This is an optimization exercise on Yosys and OpenROAD, whose aim is small area, a short achievable clock period and few clock cycles per item, not a production implementation. In this exercise RTL edits were held to simulation tests only and were not proved equivalent to the original.

`flow/flow/run.sh`:
```
#!/bin/bash
# Standard layout, but the port buffers that placement inserts on every input and
# output are the smallest buffer (buf_1); timing repair resizes them where needed.
set -euo pipefail
bash standard.sh BUFFER_PORTS_ARGS="-buffer_cell sky130_fd_sc_hd__buf_1" finish > flow_standard.log 2>&1
```
`flow/constraint.sdc`:
```
create_clock -name core_clock -period 7.0 [get_ports {clk}]
set_input_delay 1.4000 -clock core_clock [delete_from_list [all_inputs] [get_ports {clk}]]
set_output_delay 1.4000 -clock core_clock [all_outputs]
set_load 0.01 [all_outputs]
```
`flow/standard.sh`:
```
#!/bin/bash
# synth_recipe.tcl (not shown) runs the flow's synth.tcl, then flattens the netlist and writes it again
# the make line also repeats each setting of config.mk as NAME=value (left out here)
make -C /OpenROAD-flow-scripts/flow DESIGN_CONFIG=/design/flow/config.mk WORK_HOME=/design/flow/orfs CLKGATE_MAP_FILE= SYNTH_SCRIPT=/design/flow/synth_recipe.tcl "${@:-finish}"
```
`flow/design.v`:
```
module fnv_lane_mix #(
  parameter int             LANES     = 4,
  parameter int             W         = 32,
  parameter logic [W-1:0]   FNV_PRIME = 32'h01000193
) (
  input  logic               clk,
  input  logic               rst,
  input  logic               in_valid,
  output logic               in_ready,
  input  logic [1:0]         mode,
  input  logic [LANES*W-1:0] a,
  input  logic [LANES*W-1:0] b,
  output logic               out_valid,
  input  logic               out_ready,
  output logic [LANES*W-1:0] c,
  output logic [W-1:0]       digest,
  output logic               out_err
);
  logic         adv;
  logic         v1_q, v2_q, v3_q;
  logic [1:0]   md1_q, md2_q, md3_q;
  logic         f1_q, f2_q;
  logic [W-1:0] r1_l0_q, r1_l3_q, r1_m1_q, r1_x1_q, r1_m2_q, r1_x2_q;
  logic [W-1:0] r2_l0_q, r2_l1_q, r2_l3_q, r2_m2_q, r2_x2_q;
  logic [W-1:0] r3_l0_q, r3_l1_q, r3_l3_q, r3_y2_q;
  logic [W-1:0] a0, a1, a2, a3, b0, b1, b2, b3;
  logic [W-1:0] bx0, bx1, bx2, bx3;
  logic [W-1:0] p0, p3, p1, p2;
  logic [W-1:0] y0, y3, m1, x1, m2, x2, y1, y2;
  logic         l2;
  assign adv      = !v3_q || out_ready;
  assign in_ready = adv;
  assign {a3, a2, a1, a0} = a;
  assign {b3, b2, b1, b0} = b;
  assign bx0 = mode[0] ? a0 ^ b0 : a0;
  assign bx1 = mode[0] ? a1 ^ b1 : a1;
  assign bx2 = mode[0] ? a2 ^ b2 : a2;
  assign bx3 = mode[0] ? a3 ^ b3 : a3;
  fnv_mulp u_mul0 (.x(bx0), .y(p0));
  fnv_mulp u_mul3 (.x(bx3), .y(p3));
  assign y0 = p0 ^ (mode[1] ? a1 : mode[0] ? '0 : b0);
  assign y3 = p3 ^ (mode[0] ? '0 : b3);
  assign m1 = bx1;
  assign x1 = mode[1] ? a2 : mode[0] ? '0 : b1;
  assign m2 = bx2;
  assign x2 = mode[1] ? a3 : mode[0] ? '0 : b2;
  fnv_mulp u_mul1 (.x(f1_q ? r1_l0_q : r1_m1_q), .y(p1));
  assign y1 = p1 ^ r1_x1_q;
  assign l2 = !md2_q[1];
  fnv_mulp u_mul2 (.x(f2_q ? r2_l1_q : r2_m2_q), .y(p2));
  assign y2 = p2 ^ r2_x2_q;
  always_ff @(posedge clk) begin
    if (rst) begin
      v1_q <= 1'b0;
      v2_q <= 1'b0;
      v3_q <= 1'b0;
    end else if (adv) begin
      v1_q <= in_valid;
      v2_q <= v1_q;
      v3_q <= v2_q;
    end
  end
  always_ff @(posedge clk) begin
    if (adv) begin
      md1_q   <= mode;
      f1_q    <= (mode == 2'd2);
      r1_l0_q <= y0;
      r1_l3_q <= y3;
      r1_m1_q <= m1;
      r1_x1_q <= x1;
      r1_m2_q <= m2;
      r1_x2_q <= x2;
      md2_q   <= md1_q;
      f2_q    <= f1_q;
      r2_l0_q <= r1_l0_q;
      r2_l1_q <= y1;
      r2_l3_q <= r1_l3_q;
      r2_m2_q <= r1_m2_q;
      r2_x2_q <= r1_x2_q;
      md3_q   <= md2_q;
      r3_l0_q <= l2 ? r2_l0_q : '0;
      r3_l1_q <= l2 ? r2_l1_q : '0;
      r3_l3_q <= l2 ? r2_l3_q : '0;
      r3_y2_q <= y2;
    end
  end
  assign out_valid = v3_q;
  assign c         = {r3_l3_q, md3_q[1] ? '0 : r3_y2_q, r3_l1_q, r3_l0_q};
  assign digest    = (md3_q == 2'd2) ? r3_y2_q : '0;
  assign out_err   = (md3_q == 2'd3);
endmodule
module fnv_mulp (input logic [31:0] x, output logic [31:0] y);
  logic [31:0] r0, r1;
  logic t1, t2, t3, t4, t5, t6, t7, t8, t9, t10, t11, t12, t13, t14, t15, t16;
  logic t17, t18, t19, t20, t21, t22, t23, t24, t25, t26, t27, t28, t29, t30, t31, t32;
  logic t33, t34, t35, t36, t37, t38, t39, t40, t41, t42, t43, t44, t45, t46, t47, t48;
  logic t49, t50, t51, t52, t53, t54, t55, t56, t57, t58, t59, t60, t61, t62, t63, t64;
  logic t65, t66, t67, t68, t69, t70, t71, t72, t73, t74, t75, t76, t77, t78, t79, t80;
  logic t81, t82, t83, t84, t85, t86, t87, t88, t89, t90, t91, t92, t93, t94, t95, t96;
  logic t97, t98, t99, t100, t101, t102, t103, t104, t105, t106, t107, t108, t109, t110, t111, t112;
  logic t113, t114, t115, t116, t117, t118, t119, t120, t121, t122, t123, t124, t125, t126, t127, t128;
  logic t129, t130, t131, t132, t133, t134, t135, t136, t137, t138, t139, t140, t141, t142, t143, t144;
  logic t145, t146, t147, t148, t149, t150, t151, t152, t153, t154, t155, t156, t157, t158, t159, t160;
  logic t161, t162, t163, t164, t165, t166;
  assign t1 = x[8] ^ x[7];
  assign t2 = x[8] & x[7];
  assign t3 = x[9] ^ x[8] ^ x[5];
  assign t4 = (x[9] & x[8]) | (x[9] & x[5]) | (x[8] & x[5]);
  assign t5 = x[10] ^ x[9] ^ x[6];
  assign t6 = (x[10] & x[9]) | (x[10] & x[6]) | (x[9] & x[6]);
  assign t7 = x[11] ^ x[10] ^ x[7];
  assign t8 = (x[11] & x[10]) | (x[11] & x[7]) | (x[10] & x[7]);
  assign t9 = x[12] ^ x[11] ^ x[8];
  assign t10 = (x[12] & x[11]) | (x[12] & x[8]) | (x[11] & x[8]);
  assign t11 = x[13] ^ x[12] ^ x[9];
  assign t12 = (x[13] & x[12]) | (x[13] & x[9]) | (x[12] & x[9]);
  assign t13 = x[14] ^ x[13] ^ x[10];
  assign t14 = (x[14] & x[13]) | (x[14] & x[10]) | (x[13] & x[10]);
  assign t15 = x[15] ^ x[14] ^ x[11];
  assign t16 = (x[15] & x[14]) | (x[15] & x[11]) | (x[14] & x[11]);
  assign t17 = x[16] ^ x[15] ^ x[12];
  assign t18 = (x[16] & x[15]) | (x[16] & x[12]) | (x[15] & x[12]);
  assign t19 = x[17] ^ x[16] ^ x[13];
  assign t20 = (x[17] & x[16]) | (x[17] & x[13]) | (x[16] & x[13]);
  assign t21 = x[18] ^ x[17] ^ x[14];
  assign t22 = (x[18] & x[17]) | (x[18] & x[14]) | (x[17] & x[14]);
  assign t23 = x[19] ^ x[18] ^ x[15];
  assign t24 = (x[19] & x[18]) | (x[19] & x[15]) | (x[18] & x[15]);
  assign t25 = x[20] ^ x[19] ^ x[16];
  assign t26 = (x[20] & x[19]) | (x[20] & x[16]) | (x[19] & x[16]);
  assign t27 = x[21] ^ x[20] ^ x[17];
  assign t28 = (x[21] & x[20]) | (x[21] & x[17]) | (x[20] & x[17]);
  assign t29 = x[22] ^ x[21] ^ x[18];
  assign t30 = (x[22] & x[21]) | (x[22] & x[18]) | (x[21] & x[18]);
  assign t31 = x[23] ^ x[22] ^ x[19];
  assign t32 = (x[23] & x[22]) | (x[23] & x[19]) | (x[22] & x[19]);
  assign t33 = x[24] ^ x[23] ^ x[20];
  assign t34 = (x[24] & x[23]) | (x[24] & x[20]) | (x[23] & x[20]);
  assign t35 = x[17] ^ x[16];
  assign t36 = x[17] & x[16];
  assign t37 = x[25] ^ x[24] ^ x[21];
  assign t38 = (x[25] & x[24]) | (x[25] & x[21]) | (x[24] & x[21]);
  assign t39 = x[18] ^ x[17] ^ x[1];
  assign t40 = (x[18] & x[17]) | (x[18] & x[1]) | (x[17] & x[1]);
  assign t41 = x[26] ^ x[25] ^ x[22];
  assign t42 = (x[26] & x[25]) | (x[26] & x[22]) | (x[25] & x[22]);
  assign t43 = x[19] ^ x[18] ^ x[2];
  assign t44 = (x[19] & x[18]) | (x[19] & x[2]) | (x[18] & x[2]);
  assign t45 = x[27] ^ x[26] ^ x[23];
  assign t46 = (x[27] & x[26]) | (x[27] & x[23]) | (x[26] & x[23]);
  assign t47 = x[20] ^ x[19] ^ x[3];
  assign t48 = (x[20] & x[19]) | (x[20] & x[3]) | (x[19] & x[3]);
  assign t49 = x[28] ^ x[27] ^ x[24];
  assign t50 = (x[28] & x[27]) | (x[28] & x[24]) | (x[27] & x[24]);
  assign t51 = x[21] ^ x[20] ^ x[4];
  assign t52 = (x[21] & x[20]) | (x[21] & x[4]) | (x[20] & x[4]);
  assign t53 = x[29] ^ x[28] ^ x[25];
  assign t54 = (x[29] & x[28]) | (x[29] & x[25]) | (x[28] & x[25]);
  assign t55 = x[22] ^ x[21] ^ x[5];
  assign t56 = (x[22] & x[21]) | (x[22] & x[5]) | (x[21] & x[5]);
  assign t57 = x[30] ^ x[29] ^ x[26];
  assign t58 = (x[30] & x[29]) | (x[30] & x[26]) | (x[29] & x[26]);
  assign t59 = x[23] ^ x[22] ^ x[6];
  assign t60 = (x[23] & x[22]) | (x[23] & x[6]) | (x[22] & x[6]);
  assign t61 = x[31] ^ x[30] ^ x[27];
  assign t62 = x[24] ^ x[23] ^ x[7];
  assign t63 = x[7] ^ x[6];
  assign t64 = x[7] & x[6];
  assign t65 = t1 ^ x[4] ^ x[1];
  assign t66 = (t1 & x[4]) | (t1 & x[1]) | (x[4] & x[1]);
  assign t67 = t3 ^ x[2] ^ x[1];
  assign t68 = (t3 & x[2]) | (t3 & x[1]) | (x[2] & x[1]);
  assign t69 = t5 ^ x[3] ^ x[2];
  assign t70 = (t5 & x[3]) | (t5 & x[2]) | (x[3] & x[2]);
  assign t71 = t7 ^ x[4] ^ x[3];
  assign t72 = (t7 & x[4]) | (t7 & x[3]) | (x[4] & x[3]);
  assign t73 = t9 ^ x[5] ^ x[4];
  assign t74 = (t9 & x[5]) | (t9 & x[4]) | (x[5] & x[4]);
  assign t75 = t11 ^ x[6] ^ x[5];
  assign t76 = (t11 & x[6]) | (t11 & x[5]) | (x[6] & x[5]);
  assign t77 = t13 ^ x[7] ^ x[6];
  assign t78 = (t13 & x[7]) | (t13 & x[6]) | (x[7] & x[6]);
  assign t79 = t15 ^ x[8] ^ x[7];
  assign t80 = (t15 & x[8]) | (t15 & x[7]) | (x[8] & x[7]);
  assign t81 = t17 ^ x[9] ^ x[8];
  assign t82 = (t17 & x[9]) | (t17 & x[8]) | (x[9] & x[8]);
  assign t83 = t19 ^ x[10] ^ x[9];
  assign t84 = (t19 & x[10]) | (t19 & x[9]) | (x[10] & x[9]);
  assign t85 = t21 ^ x[11] ^ x[10];
  assign t86 = (t21 & x[11]) | (t21 & x[10]) | (x[11] & x[10]);
  assign t87 = t23 ^ x[12] ^ x[11];
  assign t88 = (t23 & x[12]) | (t23 & x[11]) | (x[12] & x[11]);
  assign t89 = t25 ^ x[13] ^ x[12];
  assign t90 = (t25 & x[13]) | (t25 & x[12]) | (x[13] & x[12]);
  assign t91 = t27 ^ x[14] ^ x[13];
  assign t92 = (t27 & x[14]) | (t27 & x[13]) | (x[14] & x[13]);
  assign t93 = t29 ^ x[15] ^ x[14];
  assign t94 = (t29 & x[15]) | (t29 & x[14]) | (x[15] & x[14]);
  assign t95 = t31 ^ x[16] ^ x[15];
  assign t96 = (t31 & x[16]) | (t31 & x[15]) | (x[16] & x[15]);
  assign t97 = t33 ^ t35 ^ x[0];
  assign t98 = (t33 & t35) | (t33 & x[0]) | (t35 & x[0]);
  assign t99 = t37 ^ t39 ^ t34;
  assign t100 = (t37 & t39) | (t37 & t34) | (t39 & t34);
  assign t101 = t41 ^ t43 ^ t38;
  assign t102 = (t41 & t43) | (t41 & t38) | (t43 & t38);
  assign t103 = t45 ^ t47 ^ t42;
  assign t104 = (t45 & t47) | (t45 & t42) | (t47 & t42);
  assign t105 = t49 ^ t51 ^ t46;
  assign t106 = (t49 & t51) | (t49 & t46) | (t51 & t46);
  assign t107 = t53 ^ t55 ^ t50;
  assign t108 = (t53 & t55) | (t53 & t50) | (t55 & t50);
  assign t109 = t57 ^ t59 ^ t54;
  assign t110 = (t57 & t59) | (t57 & t54) | (t59 & t54);
  assign t111 = t61 ^ t62 ^ t58;
  assign t112 = x[4] ^ x[3];
  assign t113 = x[4] & x[3];
  assign t114 = x[5] ^ x[4] ^ x[1];
  assign t115 = (x[5] & x[4]) | (x[5] & x[1]) | (x[4] & x[1]);
  assign t116 = x[6] ^ x[5] ^ x[2];
  assign t117 = (x[6] & x[5]) | (x[6] & x[2]) | (x[5] & x[2]);
  assign t118 = t63 ^ x[3] ^ x[0];
  assign t119 = (t63 & x[3]) | (t63 & x[0]) | (x[3] & x[0]);
  assign t120 = t65 ^ x[0] ^ t64;
  assign t121 = (t65 & x[0]) | (t65 & t64) | (x[0] & t64);
  assign t122 = t67 ^ t2 ^ t66;
  assign t123 = (t67 & t2) | (t67 & t66) | (t2 & t66);
  assign t124 = t69 ^ t4 ^ t68;
  assign t125 = (t69 & t4) | (t69 & t68) | (t4 & t68);
  assign t126 = t71 ^ t6 ^ t70;
  assign t127 = (t71 & t6) | (t71 & t70) | (t6 & t70);
  assign t128 = t73 ^ t8 ^ t72;
  assign t129 = (t73 & t8) | (t73 & t72) | (t8 & t72);
  assign t130 = t75 ^ t10 ^ t74;
  assign t131 = (t75 & t10) | (t75 & t74) | (t10 & t74);
  assign t132 = t77 ^ t12 ^ t76;
  assign t133 = (t77 & t12) | (t77 & t76) | (t12 & t76);
  assign t134 = t79 ^ t14 ^ t78;
  assign t135 = (t79 & t14) | (t79 & t78) | (t14 & t78);
  assign t136 = t81 ^ t16 ^ t80;
  assign t137 = (t81 & t16) | (t81 & t80) | (t16 & t80);
  assign t138 = t83 ^ t18 ^ t82;
  assign t139 = (t83 & t18) | (t83 & t82) | (t18 & t82);
  assign t140 = t85 ^ t20 ^ t84;
  assign t141 = (t85 & t20) | (t85 & t84) | (t20 & t84);
  assign t142 = t87 ^ t22 ^ t86;
  assign t143 = (t87 & t22) | (t87 & t86) | (t22 & t86);
  assign t144 = t89 ^ t24 ^ t88;
  assign t145 = (t89 & t24) | (t89 & t88) | (t24 & t88);
  assign t146 = t91 ^ t26 ^ t90;
  assign t147 = (t91 & t26) | (t91 & t90) | (t26 & t90);
  assign t148 = t93 ^ t28 ^ t92;
  assign t149 = (t93 & t28) | (t93 & t92) | (t28 & t92);
  assign t150 = t95 ^ t30 ^ t94;
  assign t151 = (t95 & t30) | (t95 & t94) | (t30 & t94);
  assign t152 = t97 ^ t32 ^ t96;
  assign t153 = (t97 & t32) | (t97 & t96) | (t32 & t96);
  assign t154 = t99 ^ t36 ^ t98;
  assign t155 = (t99 & t36) | (t99 & t98) | (t36 & t98);
  assign t156 = t101 ^ t40 ^ t100;
  assign t157 = (t101 & t40) | (t101 & t100) | (t40 & t100);
  assign t158 = t103 ^ t44 ^ t102;
  assign t159 = (t103 & t44) | (t103 & t102) | (t44 & t102);
  assign t160 = t105 ^ t48 ^ t104;
  assign t161 = (t105 & t48) | (t105 & t104) | (t48 & t104);
  assign t162 = t107 ^ t52 ^ t106;
  assign t163 = (t107 & t52) | (t107 & t106) | (t52 & t106);
  assign t164 = t109 ^ t56 ^ t108;
  assign t165 = (t109 & t56) | (t109 & t108) | (t56 & t108);
  assign t166 = t111 ^ t60 ^ t110;
  assign r0 = {t166, t164, t162, t160, t158, t156, t154, t152, t150, t148, t146, t144, t142, t140, t138, t136, t134, t132, t130, t128, t126, t124, t122, t120, t118, t116, t114, t112, x[3], x[2], x[1], x[0]};
  assign r1 = {t165, t163, t161, t159, t157, t155, t153, t151, t149, t147, t145, t143, t141, t139, t137, t135, t133, t131, t129, t127, t125, t123, t121, t119, t117, t115, t113, x[0], x[2], x[1], x[0], 1'b0};
  logic [31:0] g0, p0;
  assign g0 = r0 & r1;
  assign p0 = r0 ^ r1;
  logic gg1; assign gg1 = g0[1] | (p0[1] & g0[0]);
  logic pp1; assign pp1 = p0[1] & p0[0];
  logic gg2; assign gg2 = g0[3] | (p0[3] & g0[2]);
  logic pp2; assign pp2 = p0[3] & p0[2];
  logic gg3; assign gg3 = g0[5] | (p0[5] & g0[4]);
  logic pp3; assign pp3 = p0[5] & p0[4];
  logic gg4; assign gg4 = g0[7] | (p0[7] & g0[6]);
  logic pp4; assign pp4 = p0[7] & p0[6];
  logic gg5; assign gg5 = g0[9] | (p0[9] & g0[8]);
  logic pp5; assign pp5 = p0[9] & p0[8];
  logic gg6; assign gg6 = g0[11] | (p0[11] & g0[10]);
  logic pp6; assign pp6 = p0[11] & p0[10];
  logic gg7; assign gg7 = g0[13] | (p0[13] & g0[12]);
  logic pp7; assign pp7 = p0[13] & p0[12];
  logic gg8; assign gg8 = g0[15] | (p0[15] & g0[14]);
  logic pp8; assign pp8 = p0[15] & p0[14];
  logic gg9; assign gg9 = g0[17] | (p0[17] & g0[16]);
  logic pp9; assign pp9 = p0[17] & p0[16];
  logic gg10; assign gg10 = g0[19] | (p0[19] & g0[18]);
  logic pp10; assign pp10 = p0[19] & p0[18];
  logic gg11; assign gg11 = g0[21] | (p0[21] & g0[20]);
  logic pp11; assign pp11 = p0[21] & p0[20];
  logic gg12; assign gg12 = g0[23] | (p0[23] & g0[22]);
  logic pp12; assign pp12 = p0[23] & p0[22];
  logic gg13; assign gg13 = g0[25] | (p0[25] & g0[24]);
  logic pp13; assign pp13 = p0[25] & p0[24];
  logic gg14; assign gg14 = g0[27] | (p0[27] & g0[26]);
  logic pp14; assign pp14 = p0[27] & p0[26];
  logic gg15; assign gg15 = g0[29] | (p0[29] & g0[28]);
  logic pp15; assign pp15 = p0[29] & p0[28];
  logic gg16; assign gg16 = g0[31] | (p0[31] & g0[30]);
  logic pp16; assign pp16 = p0[31] & p0[30];
  logic gg17; assign gg17 = g0[2] | (p0[2] & gg1);
  logic pp17; assign pp17 = p0[2] & pp1;
  logic gg18; assign gg18 = gg2 | (pp2 & gg1);
  logic pp18; assign pp18 = pp2 & pp1;
  logic gg19; assign gg19 = g0[6] | (p0[6] & gg3);
  logic pp19; assign pp19 = p0[6] & pp3;
  logic gg20; assign gg20 = gg4 | (pp4 & gg3);
  logic pp20; assign pp20 = pp4 & pp3;
  logic gg21; assign gg21 = g0[10] | (p0[10] & gg5);
  logic pp21; assign pp21 = p0[10] & pp5;
  logic gg22; assign gg22 = gg6 | (pp6 & gg5);
  logic pp22; assign pp22 = pp6 & pp5;
  logic gg23; assign gg23 = g0[14] | (p0[14] & gg7);
  logic pp23; assign pp23 = p0[14] & pp7;
  logic gg24; assign gg24 = gg8 | (pp8 & gg7);
  logic pp24; assign pp24 = pp8 & pp7;
  logic gg25; assign gg25 = g0[18] | (p0[18] & gg9);
  logic pp25; assign pp25 = p0[18] & pp9;
  logic gg26; assign gg26 = gg10 | (pp10 & gg9);
  logic pp26; assign pp26 = pp10 & pp9;
  logic gg27; assign gg27 = g0[22] | (p0[22] & gg11);
  logic pp27; assign pp27 = p0[22] & pp11;
  logic gg28; assign gg28 = gg12 | (pp12 & gg11);
  logic pp28; assign pp28 = pp12 & pp11;
  logic gg29; assign gg29 = g0[26] | (p0[26] & gg13);
  logic pp29; assign pp29 = p0[26] & pp13;
  logic gg30; assign gg30 = gg14 | (pp14 & gg13);
  logic pp30; assign pp30 = pp14 & pp13;
  logic gg31; assign gg31 = g0[30] | (p0[30] & gg15);
  logic pp31; assign pp31 = p0[30] & pp15;
  logic gg32; assign gg32 = gg16 | (pp16 & gg15);
  logic pp32; assign pp32 = pp16 & pp15;
  logic gg33; assign gg33 = g0[4] | (p0[4] & gg18);
  logic pp33; assign pp33 = p0[4] & pp18;
  logic gg34; assign gg34 = gg3 | (pp3 & gg18);
  logic pp34; assign pp34 = pp3 & pp18;
  logic gg35; assign gg35 = gg19 | (pp19 & gg18);
  logic pp35; assign pp35 = pp19 & pp18;
  logic gg36; assign gg36 = gg20 | (pp20 & gg18);
  logic pp36; assign pp36 = pp20 & pp18;
  logic gg37; assign gg37 = g0[12] | (p0[12] & gg22);
  logic pp37; assign pp37 = p0[12] & pp22;
  logic gg38; assign gg38 = gg7 | (pp7 & gg22);
  logic pp38; assign pp38 = pp7 & pp22;
  logic gg39; assign gg39 = gg23 | (pp23 & gg22);
  logic pp39; assign pp39 = pp23 & pp22;
  logic gg40; assign gg40 = gg24 | (pp24 & gg22);
  logic pp40; assign pp40 = pp24 & pp22;
  logic gg41; assign gg41 = g0[20] | (p0[20] & gg26);
  logic pp41; assign pp41 = p0[20] & pp26;
  logic gg42; assign gg42 = gg11 | (pp11 & gg26);
  logic pp42; assign pp42 = pp11 & pp26;
  logic gg43; assign gg43 = gg27 | (pp27 & gg26);
  logic pp43; assign pp43 = pp27 & pp26;
  logic gg44; assign gg44 = gg28 | (pp28 & gg26);
  logic pp44; assign pp44 = pp28 & pp26;
  logic gg45; assign gg45 = g0[28] | (p0[28] & gg30);
  logic pp45; assign pp45 = p0[28] & pp30;
  logic gg46; assign gg46 = gg15 | (pp15 & gg30);
  logic pp46; assign pp46 = pp15 & pp30;
  logic gg47; assign gg47 = gg31 | (pp31 & gg30);
  logic pp47; assign pp47 = pp31 & pp30;
  logic gg48; assign gg48 = gg32 | (pp32 & gg30);
  logic pp48; assign pp48 = pp32 & pp30;
  logic gg49; assign gg49 = g0[8] | (p0[8] & gg36);
  logic pp49; assign pp49 = p0[8] & pp36;
  logic gg50; assign gg50 = gg5 | (pp5 & gg36);
  logic pp50; assign pp50 = pp5 & pp36;
  logic gg51; assign gg51 = gg21 | (pp21 & gg36);
  logic pp51; assign pp51 = pp21 & pp36;
  logic gg52; assign gg52 = gg22 | (pp22 & gg36);
  logic pp52; assign pp52 = pp22 & pp36;
  logic gg53; assign gg53 = gg37 | (pp37 & gg36);
  logic pp53; assign pp53 = pp37 & pp36;
  logic gg54; assign gg54 = gg38 | (pp38 & gg36);
  logic pp54; assign pp54 = pp38 & pp36;
  logic gg55; assign gg55 = gg39 | (pp39 & gg36);
  logic pp55; assign pp55 = pp39 & pp36;
  logic gg56; assign gg56 = gg40 | (pp40 & gg36);
  logic pp56; assign pp56 = pp40 & pp36;
  logic gg57; assign gg57 = g0[24] | (p0[24] & gg44);
  logic pp57; assign pp57 = p0[24] & pp44;
  logic gg58; assign gg58 = gg13 | (pp13 & gg44);
  logic pp58; assign pp58 = pp13 & pp44;
  logic gg59; assign gg59 = gg29 | (pp29 & gg44);
  logic pp59; assign pp59 = pp29 & pp44;
  logic gg60; assign gg60 = gg30 | (pp30 & gg44);
  logic pp60; assign pp60 = pp30 & pp44;
  logic gg61; assign gg61 = gg45 | (pp45 & gg44);
  logic pp61; assign pp61 = pp45 & pp44;
  logic gg62; assign gg62 = gg46 | (pp46 & gg44);
  logic pp62; assign pp62 = pp46 & pp44;
  logic gg63; assign gg63 = gg47 | (pp47 & gg44);
  logic pp63; assign pp63 = pp47 & pp44;
  logic gg64; assign gg64 = gg48 | (pp48 & gg44);
  logic pp64; assign pp64 = pp48 & pp44;
  logic gg65; assign gg65 = g0[16] | (p0[16] & gg56);
  logic pp65; assign pp65 = p0[16] & pp56;
  logic gg66; assign gg66 = gg9 | (pp9 & gg56);
  logic pp66; assign pp66 = pp9 & pp56;
  logic gg67; assign gg67 = gg25 | (pp25 & gg56);
  logic pp67; assign pp67 = pp25 & pp56;
  logic gg68; assign gg68 = gg26 | (pp26 & gg56);
  logic pp68; assign pp68 = pp26 & pp56;
  logic gg69; assign gg69 = gg41 | (pp41 & gg56);
  logic pp69; assign pp69 = pp41 & pp56;
  logic gg70; assign gg70 = gg42 | (pp42 & gg56);
  logic pp70; assign pp70 = pp42 & pp56;
  logic gg71; assign gg71 = gg43 | (pp43 & gg56);
  logic pp71; assign pp71 = pp43 & pp56;
  logic gg72; assign gg72 = gg44 | (pp44 & gg56);
  logic pp72; assign pp72 = pp44 & pp56;
  logic gg73; assign gg73 = gg57 | (pp57 & gg56);
  logic pp73; assign pp73 = pp57 & pp56;
  logic gg74; assign gg74 = gg58 | (pp58 & gg56);
  logic pp74; assign pp74 = pp58 & pp56;
  logic gg75; assign gg75 = gg59 | (pp59 & gg56);
  logic pp75; assign pp75 = pp59 & pp56;
  logic gg76; assign gg76 = gg60 | (pp60 & gg56);
  logic pp76; assign pp76 = pp60 & pp56;
  logic gg77; assign gg77 = gg61 | (pp61 & gg56);
  logic pp77; assign pp77 = pp61 & pp56;
  logic gg78; assign gg78 = gg62 | (pp62 & gg56);
  logic pp78; assign pp78 = pp62 & pp56;
  logic gg79; assign gg79 = gg63 | (pp63 & gg56);
  logic pp79; assign pp79 = pp63 & pp56;
  logic gg80; assign gg80 = gg64 | (pp64 & gg56);
  logic pp80; assign pp80 = pp64 & pp56;
  logic [31:0] cc;
  assign cc[0] = 1'b0;
  assign cc[1] = g0[0];
  assign cc[2] = gg1;
  assign cc[3] = gg17;
  assign cc[4] = gg18;
  assign cc[5] = gg33;
  assign cc[6] = gg34;
  assign cc[7] = gg35;
  assign cc[8] = gg36;
  assign cc[9] = gg49;
  assign cc[10] = gg50;
  assign cc[11] = gg51;
  assign cc[12] = gg52;
  assign cc[13] = gg53;
  assign cc[14] = gg54;
  assign cc[15] = gg55;
  assign cc[16] = gg56;
  assign cc[17] = gg65;
  assign cc[18] = gg66;
  assign cc[19] = gg67;
  assign cc[20] = gg68;
  assign cc[21] = gg69;
  assign cc[22] = gg70;
  assign cc[23] = gg71;
  assign cc[24] = gg72;
  assign cc[25] = gg73;
  assign cc[26] = gg74;
  assign cc[27] = gg75;
  assign cc[28] = gg76;
  assign cc[29] = gg77;
  assign cc[30] = gg78;
  assign cc[31] = gg79;
  assign y = p0 ^ cc;
endmodule
```
`flow/config.mk`:
```
export PLATFORM = sky130hd
export DESIGN_NAME = fnv_lane_mix
export DESIGN_NICKNAME = fnv_lane_mix
export VERILOG_FILES = /design/flow/design.v
export SDC_FILE = /design/flow/constraint.sdc
export NUM_CORES = 4
export LEC_CHECK = 0
export CAP_MARGIN = 20
export CORE_MARGIN = 2
export CORE_UTILIZATION = 65
export CTS_BUF_LIST = sky130_fd_sc_hd__clkbuf_8
export SETUP_SLACK_MARGIN = 2.0
export SLEW_MARGIN = 20
```
==> run notes, run 1 <==
----------------------------------------------------
[Detailed routing]
  WL/cell ... 25.55 um
  Final routed DRC violation total ... 0
  Count of nets left with antenna violations after detail routing ... 0
  Post-detailed-routing wire length ... 102.0 mm
  First-iteration detailed-routing DRC count ... 2616
  Vias ... 23.49k
  Number of iterations in the first detailed-routing pass ... 5
  Vias/cell ... 5.885

[Floorplanning]
  Die W ... 230.0 um
  Height of the die ... 230.0 um
  Starting density of the core ... 0.6602
  Ports placed on the boundary ... 425
  Number of placement rows ... 82
  Area of the die ... 52890 um2
  Core region area ... 50270 um2

[STA]
  Worst rel slew slack ... 0.3241
  Unrepaired setup endpoints after global routing ... true
  Max Freq ... 193.7 MHz
  Min Tclk post-route ... 5.163 ns
  Post-Route Setup TNS ... 0 ns
  Final Max Slew Viols ... 0
  Ratio of final minimum period to clock period ... 0.7376
  Fin Clk Skew ... 0.05812 ns
  Worst-Margin Slew ... 1.014 ns
  Finish-stage setup viols ... 0
  Final Hold Fails ... 0

[Final layout]
  Share of post-route cells with drive strength above 1 ... 0.1850
  Commonest non-fill, non-tap cells in the layout ... edfxtp_1, buf_1, xnor2_1, inv_1, fa_1
  Number of nets in the finished design ... 3934
  P&R area growth vs syn ... 22.81%
  Commonest non-fill, non-tap cell in the layout ... edfxtp_1

[Synth]
  Post-synthesis net count ... 3325
  Number of flip-flops and latches in the synthesized netlist ... 491
  XOR/XNOR Fraction of Synth Area ... 0.1262
  Seq/Total Area, Yosys ... 0.4433
  Ys flop type ... edfxtp_1
  EDFF count, synth ... 488
  Count of unique library cells instantiated by Yosys ... 60
  Compound-gate portion of the synthesized area ... 0.07174
  FFs w/ async S/R, synth ... 0
  Combinational family with the most area after synthesis ... adder cells
  Synth Warn # ... 1
  Arithmetic-cell share of the synthesized area counting full adders, half adders and majority gates ... 0.2265
  Area share of and/or/nand/nor cells after synthesis ... 0.06936
  Number of cells produced by synthesis ... 2633
  Cell area after synthesis ... 33190 um2
  Mean instance size in the synthesized netlist ... 12.61 um2
  Share of cell area taken by muxes after synthesis ... 0.02081

[Global routing]
  Maximum number of pins on one net before global-route repair ... 186
  Initial antenna violation count ... 17
  Via count of the first global-routing pass ... 23.70k
  Global-route wire length before repair ... 145.7 mm
  Total routing resource utilization after global routing ... 0.3781
  Gr ovfl total ... 0

[Worst setup path]
  CP dominant cell by count ... fa_1
  Largest incremental delay on the critical path ... 0.58 ns
  Worst path arrival time ... 5.58 ns
  Kind of critical path ... reg -> reg
  Number of buffer and inverter instances along the worst setup path ... 3
  List of cells traversed by the critical path ... buf_12 > buf_12 > buf_8 > mux2_4 > fa_1 > fa_1 > fa_1 > ha_4 > a21o_1 > a21o_1 > a211o_1 > o211ai_1 > o211ai_1 > a221o_1 > a31oi_2 > xnor3_1
  Critical Path Source Type ... flip-flop
  Endpoint type of the worst setup path ... flip-flop
  Worst-path cell with the longest stage delay ... fa_1
  Data required, critical path ... 7.42 ns
  Gate family responsible for the most delay along the worst path ... adder cells
  Critical-path maximum fanout ... 5

[Clock network]
  CTS H-tree depth ... 3
  Cell chosen for the clock root ... clkbuf_8
  Clock tree buffer depth ... 3
  Clock tree from TritonCTS ... yes
  Number of clock buffers inserted by TritonCTS ... 81
  Clock transition time at the flip-flop clock pins of the worst setup and hold paths ... 0.06 ns
  Insertion delay to the later sink of the worst-skew pair ... 0.70 ns
  Clock Sinks ... 491

[Placement]
  Routability Congestion ... 0.9849
  Detailed-placement wirelength estimate ... 75.24 mm
  Count of port buffers added during placement ... 424

[Job]
  Maximum Capacitance Violations ... 0

[Outcome]
  Run status ... complete, no violations

[Hold path]
  Worst Hold Class ... reg -> reg

----------------------------------------------------
## cells by family (layout without fill, tap and decap cells)
kind of cell               after synthesis  count (layout)
AOI/OAI and AO/OA                      343             343
DFF                                    491             491
xor gates and xnor gates               475             475
and+or+nand+nor                        445             445
other                                    0              11
adders and majority gates              441             441
muxes                                   66              66
buffers and inverters                  372            1047
## layer usage
metal  vias up  wire, um  global-route usage
met1     11610     37860              0.5082
li1      10150         -                   -
met3       342     10730             0.08544
met2      1374     47180              0.5817
met5         -        88                   0
met4        14      6101              0.1976
## registers in the layout (all words and copies together) (netlist names), 2 cells and up
register  cells
md1_q         2
md2_q         2
md3_q         2
r1_l0_q      32
r1_l3_q      32
r1_m1_q      32
r1_m2_q      32
r1_x1_q      32
r1_x2_q      32
r2_l0_q      32
r2_l1_q      32
r2_l3_q      32
r2_m2_q      32
r2_x2_q      32
r3_l0_q      32
r3_l1_q      32
r3_l3_q      32
r3_y2_q      32
## cell type report
cell class / count / area, um2
Antenna cell: 11 / 27.53
Clock buffer: 82 / 1129
Clock inverter: 67 / 461.7
Fill cell: 2843 / 9512
Inverter: 309 / 1174
Multi-Input combinational cell: 1770 / 19220
Sequential cell: 491 / 14710
Tap cell: 672 / 840.8
Timing Repair Buffer: 589 / 3198
## worst paths after layout
kind	start	slack, ns	endpoint	cells after the start
worst max-delay path	f1_q	1.84	r2_l1_q[31]	16
worst min-delay path	r1_x2_q[19]	0.41	r2_x2_q[19]	0
worst max register to register	f1_q	1.84	r2_l1_q[31]	16
worst min register to register	r1_x2_q[19]	0.41	r2_x2_q[19]	0
## timing repair
action                                  CTS  global route
pin swaps                                48           119
setup buffers                            51            65
hold buffers                              0             0
cloned                                    6             0
endpoints found under the setup margin   71            51
resized for setup                       122           196
## cell usage after synthesis (4+ instances only)
master | n | area [um2]
a211oi_1 | 8 | 60.06
a21o_1 | 42 | 315.3
a21oi_1 | 93 | 465.5
a22o_1 | 63 | 551.8
a22oi_1 | 31 | 232.7
a31oi_1 | 8 | 50.05
a41oi_1 | 4 | 35.03
and2_1 | 37 | 231.5
and3_1 | 7 | 43.79
and4_1 | 4 | 35.03
buf_1 | 7 | 26.28
clkbuf_1 | 54 | 202.7
edfxtp_1 | 488 | 14650
fa_1 | 270 | 5405
ha_1 | 160 | 2002
inv_1 | 306 | 1149
maj3_1 | 11 | 110.1
mux2_2 | 24 | 270.3
mux2i_1 | 42 | 420.4
nand2_1 | 160 | 600.6
nand2b_1 | 17 | 106.4
nand3_1 | 12 | 60.06
nand4_1 | 4 | 25.02
nor2_1 | 34 | 127.6
nor2b_1 | 150 | 938.4
nor3_1 | 7 | 35.03
o211ai_1 | 6 | 45.04
o21ai_0 | 42 | 210.2
o21bai_1 | 14 | 105.1
o31ai_1 | 5 | 37.54
or2_2 | 5 | 31.28
xnor2_1 | 369 | 3232
xor2_1 | 104 | 910.9
## per-stage QoR
step	std cells	hold slack (ns)	area, um2	utilization	setup slack (ns)
2_1_floorplan	2633	0.4003	34030	-	0.8145
3_3_place_gp	3708	0.4015	36500	0.7260	0.6929
3_5_place_dp	3708	0.4045	36500	0.7260	0.5461
4_1_cts	3914	0.4098	39220	0.7802	1.870
5_1_grt	3985	0.4190	40750	0.8105	1.713
6_report	3991	0.4138	40760	0.8108	1.837
Testbench counts, summed over its fixed seeds: cycles 4,824, items 4,800.
==> inputs of run 2 (changes only) <==
--- a/flow/config.mk
+++ b/flow/config.mk
@@ -10,4 +10,4 @@
 export CORE_UTILIZATION = 65
 export CTS_BUF_LIST = sky130_fd_sc_hd__clkbuf_8
-export SETUP_SLACK_MARGIN = 2.0
+export SETUP_SLACK_MARGIN = 1.7
 export SLEW_MARGIN = 20
==> run 2 against run 1 <==
  * Synthesized area unchanged
  * Synthesized cell count unchanged
  * Die area unchanged
  * Critical path depth increased by 2
  * Global-route usage decreased by 1.4 points
  * Via count decreased by 2.6%
  * Utilization decreased by 3.7 points
==> run notes, run 2 <==
----------------------------------------------------
[Detailed routing]
  First-iteration detailed-routing DRC count ... 2335 (-11%)
  Vias ... 22.88k (-2.6%)
  Final routed DRC violation total ... 0 (unchanged)
  Vias/cell ... 5.857 (-0.47%)
  WL/cell ... 24.77 um (-3.1%)
  Post-detailed-routing wire length ... 96.77 mm (-5.1%)
  M1 WL ... 36.57 mm (-3.4%)
  Met3 wire length ... 10.26 mm (-4.4%)
  Number of iterations in the first detailed-routing pass ... 5 (unchanged)
  Count of nets left with antenna violations after detail routing ... 0 (unchanged)
  Top sig layer ... met5
  Wire length on met2 ... 45.12 mm (-4.4%)

[Global routing]
  Maximum number of pins on one net before global-route repair ... 136 (-27%)
  Initial antenna violation count ... 12 (-5)
  Via count of the first global-routing pass ... 23.09k (-2.6%)
  Gr ovfl total ... 0 (unchanged)
  Global-route wire length before repair ... 139.9 mm (-4.0%)
  Total routing resource utilization after global routing ... 0.3640 (-0.01405)

[Synth]
  Cell area after synthesis ... 33190 um2 (unchanged)
  Ys flop type ... edfxtp_1
  Number of flip-flops and latches in the synthesized netlist ... 491 (unchanged)
  EDFF count, synth ... 488 (unchanged)
  Mean instance size in the synthesized netlist ... 12.61 um2 (unchanged)
  FFs w/ async S/R, synth ... 0 (unchanged)
  Number of cells produced by synthesis ... 2633 (unchanged)
  Count of unique library cells instantiated by Yosys ... 60 (unchanged)
  Top cell types by occurrence after synthesis ... edfxtp_1, xnor2_1, inv_1, fa_1
  Cells taking the most area after synthesis ... edfxtp_1, fa_1, xnor2_1
  Yosys top cell area share ... 0.4415 (unchanged)
  Most used standard cell by instance count after synthesis ... edfxtp_1
  Biggest area consumer among synthesized cells ... edfxtp_1
  Synth Warn # ... 1 (unchanged)
  Seq/Total Area, Yosys ... 0.4433 (unchanged)
  Post-synthesis net count ... 3325 (unchanged)

[Final layout]
  Commonest non-fill, non-tap cell in the layout ... edfxtp_1
  Fill cells ... 3129 (+10%)
  Post-route cell area ... 38900 um2 (-4.6%)
  Number of nets in the finished design ... 3860 (-1.9%)
  P&R area growth vs syn ... 17.20%
  Commonest non-fill, non-tap cells in the layout ... edfxtp_1, buf_1, xnor2_1, inv_1, fa_1
  Post-route core utilization ... 0.7738 (-0.03698)
  Share of post-route cells with drive strength above 1 ... 0.1215 (-0.06349)

[STA]
  Finish-stage setup viols ... 0 (unchanged)
  Final Max Slew Viols ... 0 (unchanged)
  Tightest hold margin ... 0.4112 ns (-0.002570 ns)
  Worst-Margin Slew ... 1.122 ns (+0.1083 ns)
  Fin worst setup slack ... 1.745 ns (-0.09170 ns)
  Worst rel slew slack ... 0.2519 (-0.07221)
  Min Tclk post-route ... 5.255 ns (+0.09170 ns)
  Post-Route Setup TNS ... 0 ns (unchanged)
  Max Freq ... 190.3 MHz (-1.7%)
  Unrepaired setup endpoints after global routing ... false
  Final Hold Fails ... 0 (unchanged)
  Fin Clk Skew ... 0.03272 ns (-0.02540 ns)
  Ratio of final minimum period to clock period ... 0.7507 (+0.01310)

[Clock network]
  Clock Sinks ... 491 (unchanged)
  CTS hold repair buffers ... 0 (unchanged)
  Number of clock buffers inserted by TritonCTS ... 79 (-2.5%)
  Cell chosen for the clock root ... clkbuf_8
  Clock transition time at the flip-flop clock pins of the worst setup and hold paths ... 0.07 ns (about the same)
  Clock tree from TritonCTS ... yes
  Clock tree buffer depth ... 3 (unchanged)
  CTS H-tree depth ... 3 (unchanged)
  Insertion delay to the later sink of the worst-skew pair ... 0.69 ns (about the same)

[Worst setup path]
  Critical Path Source Type ... primary input
  Critical-path maximum fanout ... 12 (+7)
  Data required, critical path ... 7.40 ns (-0.02 ns)
  Kind of critical path ... in -> reg
  Endpoint type of the worst setup path ... flip-flop
  Worst path arrival time ... 5.66 ns (+0.08 ns)

[Placement]
  Area after detailed placement ... 36430 um2 (-0.19%)
  Detailed-placement wirelength estimate ... 75.66 mm (+0.55%)
  Count of port buffers added during placement ... 424 (unchanged)
  Routability Congestion ... 0.9754 (-0.96%)
  Pre-CTS setup slack ... 0.2991 ns (-0.2470 ns)

[Floorplanning]
  Number of placement rows ... 82 (unchanged)
  Area of the die ... 52890 um2 (unchanged)
  Starting density of the core ... 0.6602 (unchanged)
  Core region area ... 50270 um2 (unchanged)
  Die W ... 230.0 um (unchanged)
  Ports placed on the boundary ... 425 (unchanged)
  Height of the die ... 230.0 um (unchanged)

[Outcome]
  Run status ... complete, no violations

[Job]
  Maximum Capacitance Violations ... 0 (unchanged)

[Hold path]
  Worst Hold Class ... reg -> reg

----------------------------------------------------
run 2: cell count changes in the layout (fill, tap and decap cells not counted), sizes merged, moves of 2 or more:
cell	change
clkbuf	-3
bufinv	-2
clkinv	-14
inv	+7
diode	-2
buf	-69
run 2: cell families after synthesis:
family	Yosys count	share of synthesized area
flip-flops	491	0.4433
buffers and inverters	372	0.04214
XOR/XNOR	475	0.1262
adder cells (fa/ha/maj)	441	0.2265
AND/OR/NAND/NOR	445	0.06936
multiplexers	66	0.02081
AO/OA/AOI/OAI	343	0.07174
run 2: layout make-up:
type                    instances  area (um2)  share of cell area
flip-flops and latches        491       14710              0.3782
well taps                     672       840.8             0.02161
repair buffers                517        2451             0.06301
inverters                     309        1164             0.02991
multi-input cells            1770       18250              0.4690
diodes                          9       22.52           0.0005789
clock inverters                58       349.1            0.008973
clock buffers                  81        1115             0.02866
run 2: path summary, 6_finish.rpt:
| kind | startpoint | endpoint | slack [ns] | cells past startpoint |
|---|---|---|---|---|
| max | mode[0] | r1_l0_q[16] | 1.75 | 18 |
| min | r1_m2_q[8] | r2_m2_q[8] | 0.41 | 0 |
| max reg2reg | f1_q | r2_l1_q[17] | 1.77 | 17 |
| min reg2reg | r1_m2_q[8] | r2_m2_q[8] | 0.41 | 0 |
run 2: layer usage:
metal / up-vias / GRT usage
met5: - / 0
li1: 9987 / -
met3: 253 / 0.08557
met2: 1344 / 0.5696
met1: 11290 / 0.4854
met4: 6 / 0.1732
run 2: worst max-delay path: stages:
cell       delay [ns]
clkbuf_16        0.20
buf_16           0.17
nand2_4          0.07
xor2_4           0.17
fa_1             0.51
fa_1             0.51
inv_1            0.06
fa_1             0.55
ha_4             0.25
a21oi_4          0.20
o21bai_2         0.09
nor4_4           0.22
buf_4            0.19
o31ai_4          0.07
a21o_1           0.20
a21oi_2          0.17
fa_2             0.45
xor2_1           0.15
run 2: through the flow:
| stage | cells |
|---|---|
| final | 3907 |
| after global routing | 3902 |
| after CTS | 3867 |
| after detailed placement | 3718 |
| after global placement | 3718 |
| after floorplan | 2633 |
run 2: what timing repair did:
| action | in CTS | in global routing |
|---|---|---|
| hold endpoints to repair | 0 | 0 |
| cloned | 1 | 3 |
| setup buffers | 9 | 27 |
| pin swaps | 5 | 21 |
| setup endpoints to repair | 67 | 30 |
| resized for setup | 40 | 79 |
==> inputs of run 3 (changes only) <==
--- a/flow/config.mk
+++ b/flow/config.mk
@@ -10,4 +10,4 @@
 export CORE_UTILIZATION = 65
 export CTS_BUF_LIST = sky130_fd_sc_hd__clkbuf_8
-export SETUP_SLACK_MARGIN = 1.7
+export SETUP_SLACK_MARGIN = 1.9
 export SLEW_MARGIN = 20
==> run 3 against run 2 <==
  * Still clean
  * Clock-buffer cell count did not move
  * Critical path type unchanged
  * Critical endpoint is now r1_l3_q[16]
  * Worst setup slack better by 0.076 ns
  * Die area unchanged
==> run notes, run 3 <==
----------------------------------------------------
[Synth]
  Mean instance size in the synthesized netlist ... 12.61 um2 (unchanged)
  Seq/Total Area, Yosys ... 0.4433 (unchanged)
  Number of cells produced by synthesis ... 2633 (unchanged)
  Biggest area consumer among synthesized cells ... edfxtp_1
  Cell area after synthesis ... 33190 um2 (unchanged)
  Most used standard cell by instance count after synthesis ... edfxtp_1
  Number of flip-flops and latches in the synthesized netlist ... 491 (unchanged)
  EDFF count, synth ... 488 (unchanged)
  Synth Warn # ... 1 (unchanged)
  Count of unique library cells instantiated by Yosys ... 60 (unchanged)
  FFs w/ async S/R, synth ... 0 (unchanged)
  Cells taking the most area after synthesis ... edfxtp_1, fa_1, xnor2_1
  Top cell types by occurrence after synthesis ... edfxtp_1, xnor2_1, inv_1, fa_1
  Yosys top cell area share ... 0.4415 (unchanged)
  Ys flop type ... edfxtp_1
  Post-synthesis net count ... 3325 (unchanged)

[Global routing]
  Gr ovfl total ... 0 (unchanged)
  Global-route wire length before repair ... 141.2 mm (+0.93%)
  Initial antenna violation count ... 16 (+4)
  Maximum number of pins on one net before global-route repair ... 160 (+18%)
  Via count of the first global-routing pass ... 23.30k (+0.89%)
  Total routing resource utilization after global routing ... 0.3666 (+0.002559)

[Floorplanning]
  Ports placed on the boundary ... 425 (unchanged)
  Area of the die ... 52890 um2 (unchanged)
  Die W ... 230.0 um (unchanged)
  Number of placement rows ... 82 (unchanged)
  Core region area ... 50270 um2 (unchanged)
  Height of the die ... 230.0 um (unchanged)
  Starting density of the core ... 0.6602 (unchanged)

[Worst setup path]
  Critical Path Start ... mode[0]
  Worst flop-to-flop path startpoint ... f2_q
  Depth of the worst register-to-register path ... 17 (unchanged)
  Kind of critical path ... in -> reg
  Critical-path maximum fanout ... 6 (-6)
  Data required, critical path ... 7.41 ns (about the same)
  Critical Path Source Type ... primary input
  Worst path arrival time ... 5.59 ns (-0.07 ns)
  Terminus of the critical flop-to-flop path ... r3_y2_q[30]
  Endpoint type of the worst setup path ... flip-flop
  Worst-case register-to-register setup slack ... 1.92 ns (+0.15 ns)

[Final layout]
  Commonest non-fill, non-tap cells in the layout ... edfxtp_1, buf_1, xnor2_1, inv_1, fa_1
  Storage element area ... 14710 um2 (unchanged)
  Commonest non-fill, non-tap cell in the layout ... edfxtp_1
  Area used by multi-input combinational logic ... 18720 um2 (+2.6%)
  Number of nets in the finished design ... 3905 (+1.2%)
  Fill cells ... 3027 (-3.3%)
  Post-route core utilization ... 0.7934 (+0.01956)
  Share of post-route cells with drive strength above 1 ... 0.1544 (+0.03287)
  P&R area growth vs syn ... 20.17%

[Placement]
  Count of port buffers added during placement ... 424 (unchanged)
  Pre-CTS setup slack ... 0.4973 ns (+0.1982 ns)
  Detailed-placement wirelength estimate ... 75.28 mm (-0.50%)
  Routability Congestion ... 0.9788 (+0.35%)

[Clock network]
  CTS H-tree depth ... 3 (unchanged)
  Clock Sinks ... 491 (unchanged)
  Number of clock buffers inserted by TritonCTS ... 80 (+1.3%)
  Insertion delay to the later sink of the worst-skew pair ... 0.69 ns (about the same)
  Clock transition time at the flip-flop clock pins of the worst setup and hold paths ... 0.06 ns (about the same)
  Clock tree from TritonCTS ... yes
  CTS hold repair buffers ... 0 (unchanged)
  Cell chosen for the clock root ... clkbuf_8
  Clock tree buffer depth ... 3 (unchanged)

[STA]
  Post-Route Setup TNS ... 0 ns (unchanged)
  Worst-Margin Slew ... 1.099 ns (-0.02307 ns)
  Worst rel slew slack ... 0.2673 (+0.01538)
  Fin Clk Skew ... 0.03538 ns (+0.002666 ns)
  Max Freq ... 193.1 MHz (+1.5%)
  Min Tclk post-route ... 5.179 ns (-0.07618 ns)
  Final Max Slew Viols ... 0 (unchanged)
  Final Hold Fails ... 0 (unchanged)
  Ratio of final minimum period to clock period ... 0.7398 (-0.01088)
  Unrepaired setup endpoints after global routing ... true
  Fin worst setup slack ... 1.821 ns (+0.07618 ns)
  Finish-stage setup viols ... 0 (unchanged)

[Detailed routing]
  WL/cell ... 25.07 um (+1.2%)
  First-iteration detailed-routing DRC count ... 2453 (+5.1%)
  Vias/cell ... 5.871 (+0.24%)
  Count of nets left with antenna violations after detail routing ... 0 (unchanged)
  Number of iterations in the first detailed-routing pass ... 6 (+1)
  Vias ... 23.19k (+1.3%)
  Post-detailed-routing wire length ... 98.98 mm (+2.3%)
  Final routed DRC violation total ... 0 (unchanged)

[Job]
  Maximum Capacitance Violations ... 0 (unchanged)

[Hold path]
  Worst hold path startpoint ... r1_m2_q[6]
  Worst Hold Class ... reg -> reg
  Worst Hold Path EP ... r2_m2_q[6]
  Worst Hold Depth ... 0 (unchanged)

[Outcome]
  Run status ... complete, no violations

----------------------------------------------------
==> run 3: cell types whose count changed in the layout (fill, tap and decap cells not counted), moves of 6 or more <==
cell	before	now
xnor2_2	14	24
buf_4	81	115
a21oi_1	78	70
a21oi_2	14	22
buf_1	416	408
nand2_1	150	141
clkinv_1	17	23
inv_1	309	301
xnor2_1	351	340
==> run 3: what timing repair did <==
item | in CTS | in global routing
setup buffers | 36 | 55
setup endpoints to repair | 68 | 40
gates resized for setup | 68 | 140
pin swaps | 19 | 57
cloned | 4 | 3
==> run 3: cells by family after synthesis <==
| kind of cell | after synthesis | share of synthesized area |
|---|---|---|
| flip-flops | 491 | 0.4433 |
| XOR/XNOR | 475 | 0.1262 |
| AND/OR/NAND/NOR | 445 | 0.06936 |
| adder cells (fa/ha/maj) | 441 | 0.2265 |
| buffers and inverters | 372 | 0.04214 |
| AO/OA/AOI/OAI | 343 | 0.07174 |
| multiplexers | 66 | 0.02081 |
==> run 3: how the worst max path moves through the flow <==
stage | endpoint
after floorplan | in_ready
after global placement | r1_l0_q[31]
after detailed placement | r1_l3_q[31]
after CTS | r2_l1_q[17]
after global routing | r1_l3_q[16]
final | r1_l3_q[16]
==> run 3: metal layers <==
metal  track usage  share of wire
met5             0        0.00093
met4        0.1685          0.046
met3       0.07614           0.10
met1        0.5002           0.38
met2        0.5716           0.47
==> run 3: per-stage QoR <==
| step | hold slack (ns) | std cells | instance area, um2 |
|---|---|---|---|
| finish | 0.4027 | 3949 | 39890 |
| global route | 0.4118 | 3945 | 39880 |
| global placement | 0.4018 | 3705 | 36450 |
| floorplan | 0.4003 | 2633 | 34000 |
| CTS | 0.4057 | 3885 | 38680 |
| detailed placement | 0.4045 | 3705 | 36450 |
==> run 3: final cells by class <==
class,count,area share
well taps,672,0.02108
clock buffers,81,0.02795
clock inverters,59,0.009505
diodes,6,0.0003764
multi-input cells,1770,0.4693
repair buffers,561,0.07366
flip-flops and latches,491,0.3689
inverters,309,0.02927
==> run 3: worst max-delay path: stages <==
cell,delay (ns)
clkbuf_16,0.15
buf_12,0.15
nand2_1,0.08
xor2_1,0.26
inv_2,0.13
ha_1,0.30
inv_1,0.05
fa_1,0.54
inv_1,0.06
fa_2,0.61
ha_4,0.22
and4_4,0.18
a221o_1,0.41
o21bai_4,0.21
a31oi_4,0.21
fa_1,0.46
xnor2_1,0.15
==> inputs of run 4 (changes only) <==
--- a/flow/config.mk
+++ b/flow/config.mk
@@ -10,4 +10,4 @@
 export CORE_UTILIZATION = 65
 export CTS_BUF_LIST = sky130_fd_sc_hd__clkbuf_8
-export SETUP_SLACK_MARGIN = 1.9
+export SETUP_SLACK_MARGIN = 1.6
 export SLEW_MARGIN = 20
==> run 4 against run 3 <==
  * Utilization shrank 2.9 points
  * Die area is the same
  * Clock-buffer cell count grew 3
==> run notes, run 4 <==
----------------------------------------------------
[Clock network]
  Clock transition time at the flip-flop clock pins of the worst setup and hold paths ... 0.06 ns (about the same)
  Cell chosen for the clock root ... clkbuf_8
  Clock Sinks ... 491 (unchanged)
  Clock tree from TritonCTS ... yes
  Clock tree buffer depth ... 3 (unchanged)
  CTS H-tree depth ... 3 (unchanged)
  Number of clock buffers inserted by TritonCTS ... 81 (+1.3%)
  Insertion delay to the later sink of the worst-skew pair ... 0.70 ns (about the same)
  CTS hold repair buffers ... 0 (unchanged)

[Synth]
  Synth Warn # ... 1 (unchanged)
  Seq/Total Area, Yosys ... 0.4433 (unchanged)
  Ys flop type ... edfxtp_1
  Top cell types by occurrence after synthesis ... edfxtp_1, xnor2_1, inv_1, fa_1
  Biggest area consumer among synthesized cells ... edfxtp_1
  Count of unique library cells instantiated by Yosys ... 60 (unchanged)
  EDFF count, synth ... 488 (unchanged)
  Number of flip-flops and latches in the synthesized netlist ... 491 (unchanged)
  Number of cells produced by synthesis ... 2633 (unchanged)
  Mean instance size in the synthesized netlist ... 12.61 um2 (unchanged)
  Cell area after synthesis ... 33190 um2 (unchanged)
  Post-synthesis net count ... 3325 (unchanged)
  Yosys top cell area share ... 0.4415 (unchanged)
  FFs w/ async S/R, synth ... 0 (unchanged)
  Cells taking the most area after synthesis ... edfxtp_1, fa_1, xnor2_1
  Most used standard cell by instance count after synthesis ... edfxtp_1

[STA]
  Worst rel slew slack ... 0.3420 (+0.07472)
  Max Freq ... 187.5 MHz (-2.9%)
  Final Hold Fails ... 0 (unchanged)
  Finish-stage setup viols ... 0 (unchanged)
  Final Max Slew Viols ... 0 (unchanged)
  Unrepaired setup endpoints after global routing ... false
  Fin Clk Skew ... 0.03139 ns (-0.003993 ns)
  Fin worst setup slack ... 1.667 ns (-0.1538 ns)
  Post-Route Setup TNS ... 0 ns (unchanged)
  Ratio of final minimum period to clock period ... 0.7618 (+0.02198)
  Min Tclk post-route ... 5.333 ns (+0.1538 ns)
  Worst-Margin Slew ... 0.9870 ns (-0.1121 ns)

[Floorplanning]
  Number of placement rows ... 82 (unchanged)
  Core region area ... 50270 um2 (unchanged)
  Ports placed on the boundary ... 425 (unchanged)
  Area of the die ... 52890 um2 (unchanged)
  Starting density of the core ... 0.6602 (unchanged)
  Height of the die ... 230.0 um (unchanged)
  Die W ... 230.0 um (unchanged)

[Global routing]
  Via count of the first global-routing pass ... 23.13k (-0.73%)
  Maximum number of pins on one net before global-route repair ... 186 (+16%)
  Total routing resource utilization after global routing ... 0.3605 (-0.006069)
  Global-route wire length before repair ... 139.6 mm (-1.2%)
  Initial antenna violation count ... 8 (-8)
  Gr ovfl total ... 0 (unchanged)

[Placement]
  Routability Congestion ... 0.9827 (+0.40%)
  Detailed-placement wirelength estimate ... 75.89 mm (+0.81%)
  Pre-CTS setup slack ... 0.4448 ns (-0.05254 ns)
  Area after detailed placement ... 36380 um2 (-0.18%)
  Count of port buffers added during placement ... 424 (unchanged)

[Final layout]
  Number of nets in the finished design ... 3830 (-1.9%)
  Commonest non-fill, non-tap cell in the layout ... edfxtp_1
  Share of post-route cells with drive strength above 1 ... 0.1035 (-0.05085)
  P&R area growth vs syn ... 15.73%
  Post-route cell area ... 38410 um2 (-3.7%)
  Post-route core utilization ... 0.7641 (-0.02929)
  Commonest non-fill, non-tap cells in the layout ... edfxtp_1, buf_1, xnor2_1, inv_1, fa_1

[Detailed routing]
  WL/cell ... 24.50 um (-2.2%)
  Vias ... 22.63k (-2.4%)
  First-iteration detailed-routing DRC count ... 2586 (+5.4%)
  Number of iterations in the first detailed-routing pass ... 6 (unchanged)
  Count of nets left with antenna violations after detail routing ... 0 (unchanged)
  Post-detailed-routing wire length ... 94.93 mm (-4.1%)
  Vias/cell ... 5.840 (-0.52%)
  Final routed DRC violation total ... 0 (unchanged)

[Worst setup path]
  List of cells traversed by the critical path ... buf_4 > mux2i_1 > inv_1 > fa_1 > fa_1 > fa_1 > ha_1 > a211oi_1 > o21ai_0 > a21oi_1 > nor2_1 > a21oi_2 > o31a_1 > a21oi_1 > xnor2_1
  Kind of critical path ... reg -> reg
  Critical-path maximum fanout ... 10 (+4)
  Endpoint type of the worst setup path ... flip-flop
  Data required, critical path ... 7.42 ns (about the same)
  Worst-path cell with the longest stage delay ... fa_1
  Worst-case register-to-register setup slack ... 1.67 ns (-0.25 ns)
  CP dominant cell by count ... fa_1
  Worst path arrival time ... 5.75 ns (+0.16 ns)
  Number of buffer and inverter instances along the worst setup path ... 2 (-3)
  Gate family responsible for the most delay along the worst path ... adder cells
  Largest incremental delay on the critical path ... 0.56 ns (-0.05 ns)
  Critical Path Source Type ... flip-flop

[Job]
  Maximum Capacitance Violations ... 0 (unchanged)

[Hold path]
  Worst Hold Class ... reg -> reg

[Outcome]
  Run status ... complete, no violations

----------------------------------------------------
run 4: cell count changes in the layout (fill, tap and decap cells not counted), sizes merged, moves of 2 or more:
cell / previous run / this run
buf: 545 / 483
bufinv: 4 / 1
clkbuf: 95 / 86
bufbuf: 2 / 0
clkinvlp: 0 / 2
run 4: stage by stage:
stage	std cells	hold slack [ns]
after floorplan	2633	0.4003
after global placement	3710	0.4003
after detailed placement	3710	0.4045
after CTS	3857	0.4059
after global routing	3870	0.4127
final	3874	0.4047
run 4: cells by family after synthesis:
family,after synthesis,share of synthesized area
adders and majority gates,441,0.2265
and+or+nand+nor,445,0.06936
AOI/OAI and AO/OA,343,0.07174
xor gates and xnor gates,475,0.1262
DFF,491,0.4433
muxes,66,0.02081
buffers and inverters,372,0.04214
run 4: worst paths after layout:
path,from,endpoint,depth (start not counted)
setup / recovery,f2_q,r3_y2_q[31],15
hold / removal,r1_x2_q[30],r2_x2_q[30],0
setup reg to reg,f2_q,r3_y2_q[31],15
hold reg to reg,r1_x2_q[30],r2_x2_q[30],0
run 4: final cells by class:
| cell class | instances | area, um2 |
|---|---|---|
| multi-input combinational | 1770 | 18040 |
| sequential | 491 | 14710 |
| fill | 3252 | 11860 |
| timing repair buffer | 485 | 2183 |
| inverter | 309 | 1160 |
| clock buffer | 84 | 1156 |
| tap | 672 | 840.8 |
| clock inverter | 58 | 310.3 |
| antenna | 5 | 12.51 |
run 4: timing repair:
item,CTS,global route
setup endpoints to repair,55,30
cloned,0,1
resized for setup,25,48
pin swaps,1,8
buffers inserted,5,11
run 4: routing by layer:
layer	track usage	wire length [um]	vias to the layer above
met3	0.07589	9722	241
met5	0	38	-
li1	-	-	9937
met1	0.4973	36300	11240
met2	0.5563	44130	1199
met4	0.1637	4731	6

afterwards: timing with drivers on the ports:
No port has a modelled driver above. Below, the same layouts with a new extraction and two added sets of constraints. Step 1: set_driving_cell puts a clkbuf_16 on clk and a buf_2 on each other input, an assumption about the parent block. Step 2, shift: input delay + t, output delay - t, t = (earliest + latest rising clock arrival at the registers) / 2. This alone moves slack from input paths to output paths. Slacks: ideal / step 1 / step 2; pairs: ideal / step 1.
run | shift t [ns] | setup WS [ns] | hold slack, ns | worst setup path after step 2 | worst register clock-pin slew, ns
run 1 | 0.740 | 1.837 / 1.674 / 0.934 | 0.414 / 0.414 / 0.414 | input to register | 0.07 / 0.07
run 2 | 0.731 | 1.745 / 1.587 / 0.856 | 0.411 / 0.411 / 0.411 | input to register | 0.07 / 0.07
run 3 | 0.739 | 1.821 / 1.626 / 0.887 | 0.403 / 0.403 / 0.403 | input to register | 0.07 / 0.07
run 4 | 0.743 | 1.667 / 1.583 / 0.840 | 0.405 / 0.405 / 0.405 | input to register | 0.07 / 0.07
After both steps every run listed still meets setup and hold. The setup slack of run 3, which loses most, moves by -0.195 ns with the drivers and by -0.934 ns with both steps.
